Background: an optimization exercise with open tools, aiming at small area. Do not read the settings as production practice.
Function was checked by simulation only, so behaviour that the tests miss may differ from the original.
Power is estimated from default activity; no workload was simulated.

<file path="design/flow/constraint.sdc">
create_clock -name core_clock -period 7.0 [get_ports {clk}]
set_input_delay 1.4000 -clock core_clock [delete_from_list [all_inputs] [get_ports {clk}]]
set_output_delay 1.4000 -clock core_clock [all_outputs]
set_load 0.01 [all_outputs]
</file>
<file path="design/flow/config.mk">
export PLATFORM = sky130hd
export DESIGN_NAME = reg_file
export DESIGN_NICKNAME = reg_file
export VERILOG_FILES = /design/flow/design.v
export SDC_FILE = /design/flow/constraint.sdc
export NUM_CORES = 4
export LEC_CHECK = 0
export CAP_MARGIN = 20
export CORE_MARGIN = 2
export CORE_UTILIZATION = 40
export SLEW_MARGIN = 20
</file>
<file path="design/flow/run.sh">
#!/bin/bash
# synth_recipe.tcl (not shown) runs the flow's synth.tcl, then flattens the netlist and writes it again
# the make line also repeats each setting of config.mk as NAME=value (left out here)
make -C /OpenROAD-flow-scripts/flow DESIGN_CONFIG=/design/flow/config.mk WORK_HOME=/design/flow/orfs CLKGATE_MAP_FILE= SYNTH_SCRIPT=/design/flow/synth_recipe.tcl finish
</file>
<file path="design/flow/design.v">
module reg_file #(
    parameter int DATA_W = 32,
    parameter int ADDR_W = 5
) (
    input  logic              clk,
    input  logic              rst_n,
    input  logic              RegWrite,
    input  logic [ADDR_W-1:0] WriteReg,
    input  logic [DATA_W-1:0] WriteData,
    input  logic [ADDR_W-1:0] ReadReg1,
    input  logic [ADDR_W-1:0] ReadReg2,
    output logic [DATA_W-1:0] ReadData1,
    output logic [DATA_W-1:0] ReadData2,
    input  logic [ADDR_W-1:0] DbgReg,
    output logic [DATA_W-1:0] DbgData
);
    localparam int DEPTH = 2 ** ADDR_W;
    logic [DEPTH-1:0][DATA_W-1:0] regs;
    logic [DATA_W-1:0] arr1, arr2, arr_dbg;
    always_ff @(posedge clk) begin
        if (!rst_n) begin
            for (int i = 0; i < DEPTH; i++) begin
                regs[i] <= '0;
            end
        end else if (RegWrite && (WriteReg != '0)) begin
            regs[WriteReg] <= WriteData;
        end
    end
    always_comb begin
        arr1    = (ReadReg1 == '0) ? '0 : regs[ReadReg1];
        arr2    = (ReadReg2 == '0) ? '0 : regs[ReadReg2];
        arr_dbg = (DbgReg   == '0) ? '0 : regs[DbgReg];
    end
    always_comb begin
        ReadData1 = arr1;
        ReadData2 = arr2;
        DbgData   = arr_dbg;
    end
endmodule
</file>
==> results.json, run 1 <==
{
  "core_um2": 152000,
  "postCtsSetupRepairBufs": 0,
  "finalSetupTns_ns": 0,
  "fp-row-count": 143,
  "setup_viol": 0,
  "worst_ep_required_time_ns": 5.60,
  "maxCapViolations": 0,
  "cp.arrival_ns": 4.98,
  "largest_register_ff_count": 1024,
  "r2r_cells": 2,
  "crit_slowest_cell": "nor4_1",
  "yosys.area_share.simple": 0.150,
  "path_max_fanout": 45,
  "cts_resized": 0,
  "max_freq_mhz": 157,
  "min_path_cells": 2,
  "antenna_found_initial": 21,
  "holdPathEnd": "regs[187]",
  "clk_pin_slew_worst_paths_ns": 0.06,
  "synthFlopType": "dfxtp_1",
  "pin_count": 151,
  "grt_pass1_vias": 51900,
  "htree_num_levels": 3,
  "hold_path_class": "flip-flop to flip-flop",
  "die_h_um": 396,
  "status": "timing/DRC/antenna clean",
  "critical_path_buf_inv_count": 4,
  "drive_gt1_frac": 0.203,
  "synth-xor-area-share": 0.000285,
  "finalClockSkew_ns": 0,
  "synth-compound-area-share": 0.147,
  "clockBufferDepth": 3,
  "clock_latency_ns": 0.76,
  "dpl-instance-area_um2": 65400,
  "ys_types": 59,
  "numCtsBuffers": 109,
  "wl_per_cell_um": 33.3,
  "worst_slew_pin_slew_ns": 1.27,
  "synth.avg_cell_area_um2": 9.90,
  "avgViaCountPerCell": 6.82,
  "holdWs_ns": 0.480,
  "dp_hpwl_mm": 163,
  "ir_drop_uv": 212,
  "io_buffers": 150,
  "criticalPathCategory": "input port to output pin",
  "cpMostUsedCell": "buf_4",
  "dr.pass1.iters": 11,
  "drcViolationCount": 0,
  "grt_overflow": 0,
  "ys_seq_area_frac": 0.333,
  "start_util": 0.404,
  "maxSlewViolCount": 0,
  "regToRegSetupSlack_ns": 6.18,
  "grt_pass1_wl_mm": 382,
  "clock_sinks": 1024,
  "cp-end-kind": "output pin",
  "ys_ff_latch": 1024,
  "routed_wirelength_mm": 272,
  "synth_top_family_by_area": "multiplexers",
  "max_stage_delay_ns": 0.86,
  "num-fill-cells": 14300,
  "min_period_ns": 6.38,
  "synth_edf_count": 0,
  "layoutNonFillerInstCount": 8167,
  "dieArea_um2": 157000,
  "crit_family": "buffers and inverters",
  "slew_headroom": 0.154,
  "p_per_area_nw_per_um2": 202,
  "hold_start": "regs[187]",
  "leakagePower_nw": 24.4,
  "cts_tree": "yes",
  "ys_warn_count": 1,
  "timing.rr.start": "regs[551]",
  "regMostFlops": "regs",
  "rsz0062_at_grt": "no",
  "cts_hold_buf": 0,
  "place_inst": 7959,
  "synth_fa_ha_area_frac": 0.000407,
  "ant_nets": 0,
  "root_buffer": "clkbuf_16",
  "rr_endpoint": "regs[551]",
  "grt_max_degree": 167,
  "fin_crit_sh": 0.911,
  "drt_iter0_markers": 8700,
  "routabilityCongestion": 0.924,
  "area_growth_pct": 12.3,
  "num_vias": 55700,
  "syn_inst": 6215,
  "startpoint": "ReadReg1[1]",
  "hold_violations": 0,
  "start_kind": "input port",
  "track_usage": 0.335,
  "synth_area_um2": 61500,
  "final_area_um2": 69100,
  "muxShareOfSynthArea": 0.322,
  "crit_chain": "buf_8 -> buf_4 -> mux4_2 -> mux2i_1 -> a22o_1 -> nor4_1 -> buf_4 -> clkdlybuf4s50_1",
  "syn_nets": 6272,
  "async_flop_share": 0,
  "nets": 6097,
  "die_w_um": 396,
  "top_regs": "regs (1024)"
}
tightest hold or removal path: stages (launching register included):
cell and delay [ns]:
dfxtp_1 0.32, nand2_1 0.06, a21boi_1 0.05
through the flow:
stage	total power, mW	util	worst slack, ns
6_report	14.0	0.453	0.620
5_1_grt	14.2	0.453	0.570
4_1_cts	13.9	0.453	0.650
3_5_place_dp	7.83	0.429	0.681
3_3_place_gp	7.82	0.429	0.660
2_1_floorplan	7.05	-	2.43
metal layers:
layer | track usage | vias to the layer above | wire length (um)
met4 | 0.188 | 22 | 17800
met3 | 0.102 | 1001 | 38000
met1 | 0.444 | 27600 | 102000
met2 | 0.483 | 4361 | 114000
li1 | - | 22800 | -
met5 | 0.00154 | - | 138
layout by cell type (no fill, tap or decap), types with 11 or more instances in the layout:
cell	count
o221ai_1	23
clkdlybuf4s50_1	138
a21oi_1	32
dfxtp_1	1024
nand2_1	1033
clkinv_2	22
o21ai_0	350
and2_1	34
a221o_1	64
a221oi_1	11
nand3_1	357
buf_4	215
a22oi_1	12
nand2b_1	33
nor2b_1	297
clkbuf_1	26
clkbuf_8	26
a21boi_1	190
nor2_1	34
clkbuf_16	111
mux2i_1	511
o22ai_1	92
bufinv_16	11
mux4_2	572
a211oi_1	124
nor4_1	60
a22o_1	99
mux2_2	159
nor3_1	16
buf_12	34
a21boi_0	258
a2111oi_0	20
synth_stat cells (all sizes together) (38+ instances only):
cell       n  share of area
nand2   1041          0.063
dfxtp   1024           0.33
nor2b    304          0.031
nand3    369          0.030
a221o     64          0.010
clkbuf   397          0.024
o22ai     92         0.0094
buf      287          0.024
o21ai    355          0.029
a21boi   448          0.055
nand2b    38         0.0039
mux2i    511          0.083
nor2      44         0.0027
a22o      99          0.014
a211oi   126          0.015
mux4     572           0.21
mux2     159          0.029
nor4      65         0.0067
report_power, final:
| part | switching [mW] | internal, mW | leakage, nW |
|---|---|---|---|
| logic | 1.19 | 0.654 | 14.3 |
| registers | 0.0515 | 5.88 | 8.25 |
| clock network | 2.65 | 3.56 | 1.84 |
| total | 3.89 | 10.1 | 24.4 |
worst max-delay path by stage:
stage | to | slack (ns) | cells after the start
after floorplan | DbgData[11] | 2.43 | 6
after global placement | DbgData[7] | 0.66 | 8
after detailed placement | DbgData[7] | 0.68 | 8
after global routing | ReadData1[3] | 0.57 | 8
after CTS | DbgData[7] | 0.65 | 8
final | ReadData1[3] | 0.62 | 8
layout make-up:
| class | count | area (um^2) | area share |
|---|---|---|---|
| multi-input combinational | 4503 | 38500 | 0.557 |
| sequential | 1024 | 20500 | 0.297 |
| timing repair buffer | 398 | 3820 | 0.0553 |
| clock buffer | 161 | 3210 | 0.0464 |
| tap | 2030 | 2540 | 0.0368 |
| clock inverter | 39 | 512 | 0.00741 |
| antenna | 8 | 20.0 | 0.000290 |
| inverter | 4 | 15.0 | 0.000217 |
kinds of logic (layout without fill, tap and decap cells):
kind of cell    count (synthesis)  after routing
simple gates                 1957           1957
flops                        1024           1024
buf+inv                       688            602
mux                          1242           1242
fa+ha+maj                       2              2
compound gates               1300           1300
xor+xnor                        2              2
other cells                     0              8
==> run 2: changes to the inputs <==
==> design/flow/design.v (replaced) <==
module rf_aoi222 (
    input  logic a1, a2, b1, b2, c1, c2,
    output logic y
);
    assign y = ~((a1 & a2) | (b1 & b2) | (c1 & c2));
endmodule
module rf_nand2 (
    input  logic a, b,
    output logic y
);
    assign y = ~(a & b);
endmodule
module rf_nand3 (
    input  logic a, b, c,
    output logic y
);
    assign y = ~(a & b & c);
endmodule
module rf_nand4 (
    input  logic a, b, c, d,
    output logic y
);
    assign y = ~(a & b & c & d);
endmodule
module rf_or3 (
    input  logic a, b, c,
    output logic y
);
    assign y = a | b | c;
endmodule
module rf_rdbit (
    input  logic [31:1] s,
    input  logic [31:1] d,
    output logic        y
);
    logic [10:0] n;    
    logic [2:0]  p;    
    for (genvar k = 0; k < 10; k++) begin : g_aoi
        rf_aoi222 u_aoi (
            .a1(s[3*k+1]), .a2(d[3*k+1]),
            .b1(s[3*k+2]), .b2(d[3*k+2]),
            .c1(s[3*k+3]), .c2(d[3*k+3]),
            .y (n[k])
        );
    end
    rf_nand2 u_n31 (.a(s[31]), .b(d[31]), .y(n[10]));
    rf_nand4 u_p0 (.a(n[0]), .b(n[1]), .c(n[2]),  .d(n[3]), .y(p[0]));
    rf_nand4 u_p1 (.a(n[4]), .b(n[5]), .c(n[6]),  .d(n[7]), .y(p[1]));
    rf_nand3 u_p2 (.a(n[8]), .b(n[9]), .c(n[10]),           .y(p[2]));
    rf_or3   u_y  (.a(p[0]), .b(p[1]), .c(p[2]), .y(y));
endmodule
module reg_file #(
    parameter int DATA_W = 32,
    parameter int ADDR_W = 5
) (
    input  logic              clk,
    input  logic              rst_n,
    input  logic              RegWrite,
    input  logic [ADDR_W-1:0] WriteReg,
    input  logic [DATA_W-1:0] WriteData,
    input  logic [ADDR_W-1:0] ReadReg1,
    input  logic [ADDR_W-1:0] ReadReg2,
    output logic [DATA_W-1:0] ReadData1,
    output logic [DATA_W-1:0] ReadData2,
    input  logic [ADDR_W-1:0] DbgReg,
    output logic [DATA_W-1:0] DbgData
);
    localparam int DEPTH = 32;
    logic [DEPTH-1:1][DATA_W-1:0] regs;
    logic [DATA_W-1:0] wdata;
    logic [DEPTH-1:1]  sel1, sel2, sel3;
    assign wdata = WriteData & {DATA_W{rst_n}};
    for (genvar i = 1; i < DEPTH; i++) begin : g_reg
        logic en;
        assign en = !rst_n || (RegWrite && (WriteReg == ADDR_W'(i)));
        always_ff @(posedge clk) begin
            if (en) regs[i] <= wdata;
        end
        assign sel1[i] = (ReadReg1 == ADDR_W'(i));
        assign sel2[i] = (ReadReg2 == ADDR_W'(i));
        assign sel3[i] = (DbgReg   == ADDR_W'(i));
    end
    for (genvar j = 0; j < DATA_W; j++) begin : g_bit
        logic [DEPTH-1:1] col;
        for (genvar i = 1; i < DEPTH; i++) begin : g_col
            assign col[i] = regs[i][j];
        end
        rf_rdbit u_rd1 (.s(sel1), .d(col), .y(ReadData1[j]));
        rf_rdbit u_rd2 (.s(sel2), .d(col), .y(ReadData2[j]));
        rf_rdbit u_rd3 (.s(sel3), .d(col), .y(DbgData[j]));
    end
endmodule
--- a/design/flow/config.mk
+++ b/design/flow/config.mk
@@ -11 +11,3 @@
 export SLEW_MARGIN = 20
+export SYNTH_HIERARCHICAL = 1
+export SYNTH_MINIMUM_KEEP_SIZE = 0
==> run 2 against run 1 <==
Net effect: still clean on timing, DRC and antenna; global-route usage grew 1.6 points; synthesized cell count shrank 57%; flip-flop and latch count shrank 32; total power grew 6.3%; sequential share of layout area grew 27 points; core utilization grew 3.8 points; maximum frequency shrank 5.6%; via count shrank 31%; combinational power shrank 14%; clock power shrank 7.1%; first-iteration DRC count grew 55%; cell count shrank 44%.
==> results.json, run 2 <==
{
  "netSwitchingFraction": 0.259,
  "pin_count": 151,
  "area.sequential_um2": 29800,
  "start_util": 0.404,
  "yosysTopAreaCell": "edfxtp_1",
  "numCtsBuffers": 105,
  "dp_hpwl_mm": 124,
  "ys_ff_latch": 992,
  "syn_nets": 2713,
  "ys_types": 20,
  "routabilityCongestion": 0.955,
  "synth-compound-area-share": 0.226,
  "max_stage_delay_ns": 0.94,
  "nets": 3129,
  "multiInputGateArea_um2": 14400,
  "post-place-ws_ns": 0.452,
  "dieArea_um2": 111000,
  "ys_warn_count": 7,
  "status": "timing/DRC/antenna clean",
  "leakagePower_nw": 16.6,
  "yosys-top-cells-count": "edfxtp_1, a222oi_1, nand4_1, nand2_1, or3_1",
  "ys_seq_area_frac": 0.689,
  "drive_gt1_frac": 0.154,
  "dr.pass1.iters": 22,
  "setup_viol": 0,
  "htree_num_levels": 3,
  "synth_edf_count": 992,
  "hold_violations": 0,
  "root_buffer": "clkbuf_16",
  "area_growth_pct": 21.6,
  "synth_fa_ha_area_frac": 0,
  "crit_chain": "clkdlybuf4s50_1 -> or3b_2 -> nor2_4 -> buf_4 -> a222oi_1 -> nand4_1 -> or3_1 -> clkdlybuf4s50_1",
  "top_regs": "regs (992)",
  "ir_drop_uv": 187,
  "fin_ws_ns": 0.242,
  "grt_pass1_wl_mm": 277,
  "min_period_ns": 6.76,
  "avgViaCountPerCell": 8.42,
  "hold_path_class": "input port to flip-flop",
  "async_flop_share": 0,
  "clk_pin_slew_worst_paths_ns": 0.06,
  "start_kind": "input port",
  "worst_ep_required_time_ns": 5.60,
  "maxCapViolations": 0,
  "io_buffers": 150,
  "syn_inst": 2658,
  "postCtsSetupRepairBufs": 0,
  "max_freq_mhz": 148,
  "p_seq_frac": 0.505,
  "rsz0062_at_grt": "no",
  "synth_area_um2": 43200,
  "largest_register_ff_count": 992,
  "drt_iter0_markers": 13500,
  "core_um2": 107000,
  "dpl-instance-area_um2": 49000,
  "cp-end-kind": "output pin",
  "fp-row-count": 120,
  "final_area_um2": 52500,
  "muxShareOfSynthArea": 0,
  "p_int_mw": 11.0,
  "crit_slowest_cell": "nor2_4",
  "cts_tree": "yes",
  "maxSlewViolCount": 0,
  "p_per_area_nw_per_um2": 283,
  "synthTopCellsByArea": "edfxtp_1, a222oi_1, nand4_1",
  "pwr-share-clk": 0.388,
  "yosysMostFrequentCell": "edfxtp_1",
  "synth_top_area_frac": 0.689,
  "most-common-layout-cells": "edfxtp_1, a222oi_1, nand4_1",
  "finalSetupTns_ns": 0,
  "wl_per_cell_um": 44.5,
  "combPwrFrac": 0.107,
  "track_usage": 0.351,
  "criticalPathCategory": "input port to output pin",
  "regMostFlops": "regs",
  "routed_wirelength_mm": 203,
  "synth_top_family_by_area": "compound AO/OA/AOI/OAI gates",
  "worst_slew_pin_slew_ns": 1.24,
  "antenna_found_initial": 3,
  "slew_headroom": 0.170,
  "cp.arrival_ns": 5.36,
  "layout_commonest_cell": "edfxtp_1",
  "path_max_fanout": 26,
  "ant_nets": 0,
  "clockBufferDepth": 3,
  "cts_resized": 0,
  "clock_sinks": 992,
  "cpMostUsedCell": "clkdlybuf4s50_1",
  "fin_crit_sh": 0.965,
  "synthFlopType": "edfxtp_1",
  "grt_max_degree": 39,
  "grt_overflow": 0,
  "die_w_um": 333,
  "synth.avg_cell_area_um2": 16.3,
  "drcViolationCount": 0,
  "num-fill-cells": 8930,
  "yosys.area_share.simple": 0.0834,
  "switchingPower_mw": 3.86,
  "synth-xor-area-share": 0,
  "cts_hold_buf": 0,
  "num_vias": 38500,
  "die_h_um": 333,
  "grt_pass1_vias": 35500
}
==> run 2: path summary, 6_finish.rpt <==
| path | from | endpoint | slack [ns] | cells past startpoint |
|---|---|---|---|---|
| worst max-delay path | DbgReg[0] | DbgData[20] | 0.24 | 8 |
| worst min-delay path | WriteData[10] | regs[298] | 1.66 | 2 |
==> run 2: per-stage QoR <==
stage / utilization / power, mW / std cells / hold slack (ns)
3_3_place_gp: 0.456 / 9.06 / 4361 / 2.35
4_1_cts: 0.490 / 14.8 / 4565 / 1.64
3_5_place_dp: 0.457 / 9.12 / 4369 / 2.39
6_report: 0.491 / 14.9 / 4569 / 1.66
2_1_floorplan: - / 8.11 / 2658 / 1.96
5_1_grt: 0.491 / 15.2 / 4566 / 1.68
==> run 2: worst max-delay path: cells and delay by family <==
kind                   cells  cell delay (ns)
buffers and inverters      3             1.64
and+or+nand+nor            4             2.14
AOI/OAI and AO/OA          1             0.11
==> run 2: per-layer routing <==
metal  wire length [um]  track usage  up-vias
li1                   -            -    14500
met1              66600        0.463    18700
met2              85700        0.522     4503
met3              35800        0.102      810
met4              15100        0.190        0
met5                  0            0        -
==> run 2: Yosys stat by module, one instance, submodules excluded, excerpt <==
| module | cells | times used |
|---|---|---|
| reg_file | 1218 | 1 |
| rf_aoi222 | 1 | 960 |
| rf_nand4 | 1 | 192 |
| rf_or3 | 1 | 96 |
| rf_nand3 | 1 | 96 |
| rf_nand2 | 1 | 96 |
==> run 2: layout make-up <==
cell class | count | share of cell area
Multi-Input combinational cell | 1651 | 0.273
Timing Repair Buffer | 324 | 0.0591
Antenna cell | 3 | 0.000143
Clock inverter | 73 | 0.0153
Clock buffer | 123 | 0.0517
Tap cell | 1403 | 0.0334
Sequential cell | 992 | 0.567
==> run 2: logic make-up (layout without fill, tap and decap cells) <==
| logic type | Yosys count | in the layout |
|---|---|---|
| DFF | 992 | 992 |
| buffers and inverters | 15 | 520 |
| and+or+nand+nor | 660 | 660 |
| AOI/OAI and AO/OA | 991 | 991 |
| other | 0 | 3 |
==> run 2: power groups by stage <==
| stage | clock network (mW) | logic, mW | registers [mW] |
|---|---|---|---|
| floorplan | 0 | 0.594 | 7.52 |
| detailed placement | 0 | 1.51 | 7.61 |
| CTS | 5.79 | 1.52 | 7.49 |
| global placement | 0 | 1.50 | 7.56 |
| finish | 5.77 | 1.59 | 7.51 |
| global route | 6.02 | 1.59 | 7.56 |

==> afterwards: timing with drivers on the ports <==
The results above use ideal ports. As a check the final layouts listed here were re-extracted and re-timed, cells and wires unchanged. Step 1 assumes that a clkbuf_16 drives the clock port and a buf_2 every other input. Step 2 moves the port delays by t, midway between the first and last clock arrival at a register: inputs arrive t later, outputs are due t later. That takes back most of the time a late clock gives input paths. a / b / c = ideal / step 1 / step 2; a / b = the first two.
| run | shift t [ns] | slack for setup (ns) | worst setup path after step 2 |
|---|---|---|---|
| run 1 | 0.831 | 0.620 / 0.570 / 0.570 | input to output |
| run 2 | 0.771 | 0.242 / 0.198 / 0.198 | input to output |
After both steps setup and hold are still met in every run listed. The setup slack of run 1, which loses most, moves by -0.050 ns with the drivers and by -0.050 ns with both steps.
